What follows belongs to an exercise in optimizing a design on an open flow for small area; a production flow would make more cautious choices.
Only simulation tests tie the RTL to the original design; equivalence was not proved.
Power is estimated from default activity; no workload was simulated.

Setup of v6:
==> flow/design.v (excerpt) <==
module heap_top
(
	input  logic gc,
	input  logic reset,
	input  logic alloc_valid,
	input  logic [heap_pkg::size_width-1:0] alloc_size,
	input  logic alloc_refers,
	input  heap_pkg::heap_payload_u alloc_payload,
	input  logic unroot_valid,
	input  logic [heap_pkg::bank_index_width-1:0] unroot_bank,
	input  logic [heap_pkg::slot_index_width-1:0] unroot_slot,
	input  logic rd_valid,
	input  logic [heap_pkg::bank_index_width-1:0] rd_bank,
	input  logic [heap_pkg::slot_index_width-1:0] rd_slot,
	input  logic gc_request,
	output logic alloc_done,
	output logic alloc_ok,
	output logic [heap_pkg::bank_index_width-1:0] alloc_bank,
	output logic [heap_pkg::slot_index_width-1:0] alloc_slot,
	output logic rd_done,
	output logic [heap_pkg::heap_width-1:0] rd_data,
	output logic gc_busy,
	output logic gc_done,
	output logic [heap_pkg::freed_width-1:0] freed_total
);
Size: about 640 flip-flops, about 76 I/O pins, ~31000 µm² of cells after synthesis.
==> module heap_top, before the edit <==
module heap_top
(
	input  logic gc,
	input  logic reset,
	input  logic alloc_valid,
	input  logic [heap_pkg::size_width-1:0] alloc_size,
	input  logic alloc_refers,
	input  heap_pkg::heap_payload_u alloc_payload,
	input  logic unroot_valid,
	input  logic [heap_pkg::bank_index_width-1:0] unroot_bank,
	input  logic [heap_pkg::slot_index_width-1:0] unroot_slot,
	input  logic rd_valid,
	input  logic [heap_pkg::bank_index_width-1:0] rd_bank,
	input  logic [heap_pkg::slot_index_width-1:0] rd_slot,
	input  logic gc_request,
	output logic alloc_done,
	output logic alloc_ok,
	output logic [heap_pkg::bank_index_width-1:0] alloc_bank,
	output logic [heap_pkg::slot_index_width-1:0] alloc_slot,
	output logic rd_done,
	output logic [heap_pkg::heap_width-1:0] rd_data,
	output logic gc_busy,
	output logic gc_done,
	output logic [heap_pkg::freed_width-1:0] freed_total
);
	logic [31:0] sh, sx, sr;
	logic [15:0] pay [32];
	logic [5:0] live;
	logic auto_fired;
	logic first;           
	logic chg;             
	logic sweeping;
	logic [1:0] scnt;      
	logic [4:0] rd_addr;
	logic [31:0] freem, cand, first_fit, head_we, tail_we;
	logic fit_found;
	logic [4:0] fit_idx;
	logic accept;
	assign freem = ~(sh | sx);
	always_comb
	begin
		for (int i = 0; i < 32; i++)
		begin
			logic ok;
			ok = 1'b1;
			for (int k = 0; k < 4; k++)
				if (k < alloc_size)
				begin
					if ((i % 8) + k < 8)
						ok = ok & freem[i + k];
					else
						ok = 1'b0;
				end
			cand[i] = ok && alloc_size != 0 && alloc_size <= 4;
		end
	end
	always_comb
	begin
		fit_found = 1'b0;
		fit_idx = '0;
		first_fit = '0;
		for (int i = 0; i < 32; i++)
			if (!fit_found && cand[i])
			begin
				fit_found = 1'b1;
				fit_idx = i[4:0];
				first_fit[i] = 1'b1;
			end
	end
	assign accept = alloc_valid && !gc_busy && fit_found;
	always_comb
	begin
		for (int i = 0; i < 32; i++)
		begin
			head_we[i] = accept && first_fit[i];
			tail_we[i] = 1'b0;
			for (int k = 1; k < 4; k++)
				if ((i % 8) >= k && k < alloc_size && first_fit[i - k])
					tail_we[i] = accept;
		end
	end
	logic trigger, last, marking, sweep_end;
	logic [31:0] hit, newm, dead, unroot_sel;
	logic [3:0] pc8;
	logic [7:0] dead_b;
	assign trigger = !gc_busy && (gc_request || (live >= 6'd22 && !auto_fired));
	assign marking = gc_busy && !sweeping;
	assign last = marking && (first ? !(|sr) : !chg);
	assign sweep_end = sweeping && scnt == 2'd3;
	always_comb
	begin
		for (int i = 0; i < 32; i++)
		begin
			hit[i] = 1'b0;
			for (int j = (i / 8) * 8; j < (i / 8) * 8 + 8; j++)
				if (sr[j] && sx[j] && pay[j][2:0] == (i % 8))
					hit[i] = 1'b1;
			newm[i] = marking && sh[i] && !sr[i] && hit[i];
		end
	end
	logic [31:0] alive;
	always_comb
	begin
		for (int i = 0; i < 32; i++)
		begin
			if (i % 8 == 0)
				alive[i] = sr[i];
			else
				alive[i] = sr[i] || (!sh[i] && alive[i - 1]);
			dead[i] = (sh[i] || sx[i]) && !alive[i];
		end
	end
	always_comb
	begin
		dead_b = dead[scnt * 8 +: 8];
		pc8 = '0;
		for (int k = 0; k < 8; k++)
			pc8 = pc8 + dead_b[k];
	end
	always_comb
		for (int i = 0; i < 32; i++)
			unroot_sel[i] = unroot_valid && !gc_busy && {unroot_bank, unroot_slot} == i[4:0];
	always_ff @(posedge gc)
	begin
		for (int i = 0; i < 32; i++)
		begin
			logic sw;
			sw = sweeping && scnt == i / 8;
			sh[i] <= !reset && (head_we[i] || (sw ? sr[i] : (sh[i] && !newm[i])));
			sr[i] <= !reset && (head_we[i] || newm[i] || (sw ? (sh[i] && sr[i]) : (sr[i] && !unroot_sel[i])));
			sx[i] <= !reset && (head_we[i] ? alloc_refers : (tail_we[i] || (sw ? (sx[i] && alive[i]) : sx[i])));
		end
	end
	always_ff @(posedge gc)
		for (int i = 0; i < 32; i++)
			if (head_we[i])
				pay[i] <= alloc_payload;
	always_ff @(posedge gc)
	begin
		if (reset)
		begin
			alloc_done <= 1'b0;
			alloc_ok <= 1'b0;
			rd_done <= 1'b0;
			gc_busy <= 1'b0;
			gc_done <= 1'b0;
			first <= 1'b0;
			chg <= 1'b0;
			sweeping <= 1'b0;
			scnt <= '0;
			auto_fired <= 1'b0;
			live <= '0;
		end
		else
		begin
			alloc_done <= alloc_valid;
			alloc_ok <= accept;
			rd_done <= rd_valid;
			gc_done <= sweep_end;
			first <= trigger;
			chg <= |newm;
			if (trigger)
				gc_busy <= 1'b1;
			else if (sweep_end)
				gc_busy <= 1'b0;
			if (last)
				sweeping <= 1'b1;
			else if (sweep_end)
				sweeping <= 1'b0;
			scnt <= sweeping ? scnt + 2'd1 : 2'd0;
			if (live < 6'd22)
				auto_fired <= 1'b0;
			else if (trigger)
				auto_fired <= 1'b1;
			live <= live + (accept ? {3'b000, alloc_size} : 6'd0) - (gc_done ? freed_total : 6'd0);
		end
	end
	always_ff @(posedge gc)
	begin
		alloc_bank <= fit_idx[4:3];
		alloc_slot <= fit_idx[2:0];
		if (first)
			freed_total <= '0;
		else if (sweeping)
			freed_total <= freed_total + {2'b00, pc8};
		rd_addr <= {rd_bank, rd_slot};
	end
	logic [7:0] hb, xb;
	logic [2:0] rs;
	logic [2:0] own, endp;
	logic [2:0] size;
	logic rh, rused;
	logic [15:0] rp;
	always_comb
	begin
		rp = '0;
		for (int i = 0; i < 32; i++)
			rp = rp | ({16{rd_addr == i}} & pay[i]);
	end
	always_comb
	begin
		hb = sh[rd_addr[4:3] * 8 +: 8];
		xb = sx[rd_addr[4:3] * 8 +: 8];
		rs = rd_addr[2:0];
		rh = hb[rs];
		own = '0;
		for (int j = 0; j < 8; j++)
			if (j <= rs && hb[j])
				own = j[2:0];
		endp = 3'd7;
		for (int j = 7; j >= 1; j--)
			if (j > rs && (hb[j] || !xb[j]))
				endp = j[2:0] - 3'd1;
		size = endp - own + 3'd1;
		rused = (rh || xb[rs]) && !(alloc_ok && alloc_bank == rd_addr[4:3] && alloc_slot == own);
		rd_data[0] = rused;
		rd_data[1] = rused && rh;
		rd_data[4:2] = rused ? size : 3'd0;
		rd_data[6:5] = 2'b00;
		rd_data[7] = rused && rh && xb[rs];
		rd_data[23:8] = rh ? rp : 16'd0;
	end
endmodule
Settings: LEC_CHECK=0, CAP_MARGIN=20, CORE_MARGIN=2, CORE_UTILIZATION=40, CTS_BUF_LIST=sky130_fd_sc_hd__clkbuf_16, CTS_CLUSTER_DIAMETER=100, CTS_CLUSTER_SIZE=24, SLEW_MARGIN=20; clock period 10.0 ns.
run.sh (not shown) runs the stock make flow with config.mk's settings and CLKGATE_MAP_FILE= SYNTH_SCRIPT=/design/flow/synth_recipe.tcl, a recipe that flattens the netlist after the stock synthesis.
What v7 does differently from v6 at the input level:
diff --git a/flow/design.v b/flow/design.v
--- a/flow/design.v
+++ b/flow/design.v
@@ -69,10 +69,11 @@
 	logic first;           
 	logic chg;             
 	logic sweeping;
 	logic [1:0] scnt;      
 	logic [4:0] rd_addr;
+	logic rd_used;
 	logic [31:0] freem, cand, first_fit, head_we, tail_we;
 	logic fit_found;
 	logic [4:0] fit_idx;
 	logic accept;
 	assign freem = ~(sh | sx);
@@ -161,15 +162,41 @@
 			unroot_sel[i] = unroot_valid && !gc_busy && {unroot_bank, unroot_slot} == i[4:0];
 	always_ff @(posedge gc)
 	begin
 		for (int i = 0; i < 32; i++)
 		begin
-			logic sw;
-			sw = sweeping && scnt == i / 8;
-			sh[i] <= !reset && (head_we[i] || (sw ? sr[i] : (sh[i] && !newm[i])));
-			sr[i] <= !reset && (head_we[i] || newm[i] || (sw ? (sh[i] && sr[i]) : (sr[i] && !unroot_sel[i])));
-			sx[i] <= !reset && (head_we[i] ? alloc_refers : (tail_we[i] || (sw ? (sx[i] && alive[i]) : sx[i])));
+			if (reset)
+			begin
+				sh[i] <= 1'b0;
+				sx[i] <= 1'b0;
+				sr[i] <= 1'b0;
+			end
+			else if (head_we[i])
+			begin
+				sh[i] <= 1'b1;
+				sx[i] <= alloc_refers;
+				sr[i] <= 1'b1;
+			end
+			else if (tail_we[i])
+			begin
+				sh[i] <= 1'b0;
+				sx[i] <= 1'b1;
+				sr[i] <= 1'b0;
+			end
+			else if (sweeping && scnt == i / 8)
+			begin
+				sh[i] <= sr[i];
+				sx[i] <= sx[i] && alive[i];
+				sr[i] <= sh[i] && sr[i];
+			end
+			else if (newm[i])
+			begin
+				sh[i] <= 1'b0;
+				sr[i] <= 1'b1;
+			end
+			else if (unroot_sel[i])
+				sr[i] <= 1'b0;
 		end
 	end
 	always_ff @(posedge gc)
 		for (int i = 0; i < 32; i++)
 			if (head_we[i])
@@ -221,42 +248,36 @@
 		if (first)
 			freed_total <= '0;
 		else if (sweeping)
 			freed_total <= freed_total + {2'b00, pc8};
 		rd_addr <= {rd_bank, rd_slot};
+		rd_used <= !freem[{rd_bank, rd_slot}];
 	end
 	logic [7:0] hb, xb;
 	logic [2:0] rs;
 	logic [2:0] own, endp;
 	logic [2:0] size;
-	logic rh, rused;
-	logic [15:0] rp;
-	always_comb
-	begin
-		rp = '0;
-		for (int i = 0; i < 32; i++)
-			rp = rp | ({16{rd_addr == i}} & pay[i]);
-	end
+	logic rh;
 	always_comb
 	begin
 		hb = sh[rd_addr[4:3] * 8 +: 8];
 		xb = sx[rd_addr[4:3] * 8 +: 8];
 		rs = rd_addr[2:0];
 		rh = hb[rs];
 		own = '0;
 		for (int j = 0; j < 8; j++)
 			if (j <= rs && hb[j])
 				own = j[2:0];
+		size = 3'd0;
 		endp = 3'd7;
 		for (int j = 7; j >= 1; j--)
 			if (j > rs && (hb[j] || !xb[j]))
 				endp = j[2:0] - 3'd1;
 		size = endp - own + 3'd1;
-		rused = (rh || xb[rs]) && !(alloc_ok && alloc_bank == rd_addr[4:3] && alloc_slot == own);
-		rd_data[0] = rused;
-		rd_data[1] = rused && rh;
-		rd_data[4:2] = rused ? size : 3'd0;
+		rd_data[0] = rd_used;
+		rd_data[1] = rd_used && rh;
+		rd_data[4:2] = rd_used ? size : 3'd0;
 		rd_data[6:5] = 2'b00;
-		rd_data[7] = rused && rh && xb[rs];
-		rd_data[23:8] = rh ? rp : 16'd0;
+		rd_data[7] = rd_used && rh && xb[rs];
+		rd_data[23:8] = rh ? pay[rd_addr] : 16'd0;
 	end
 endmodule
==> notes.md <==
Diff v7 and v6: number of clock buffer instances in the layout lower in v6. Post-synthesis instance area, v7 and v6: higher on v7. Wire length of the first global-routing pass in v7 vs v6: up about 4%. Across both runs, critical path depth was higher for v7 than for v6. In v7, the required arrival time at the worst endpoint came out 2.21 ns below the value in v6. Number of rows in the core area was higher in the run labelled v7. Comparing v7 and v6, internal power component is higher on v7. Compare v7 and v6 | cell count after synthesis higher: v7.

re-timing with driven ports:
Ports are ideal in the flow. The routed layouts listed here were re-timed in OpenROAD.
Step 1 sets driving cells, clkbuf_16 on the clock port and buf_2 on the other inputs (assumed; they add their load-dependent delay and slew).
Step 2 adds t to the input delays and takes it off the output delays; t is the mean of the earliest and latest rising clock arrival at the registers after step 1. Input paths then give back, and output paths get back, about the clock's delay inside the block.
Slacks: ideal ports / drivers / drivers and shift; pairs: ideal ports / drivers.
run	t (ns)	setup WS [ns]	worst setup path after step 2	clock arrival spread, ns	cell pins on the clock port's net
v6	0.656	2.538 / 2.576 / 1.920	input to register	0.045 / 0.044	1
v7	0.665	2.884 / 2.815 / 2.525	input to register	0.031 / 0.031	1
After both steps setup and hold are still met in every run listed. The setup slack of v6, which loses most, moves by +0.038 ns with the drivers and by -0.618 ns with both steps.
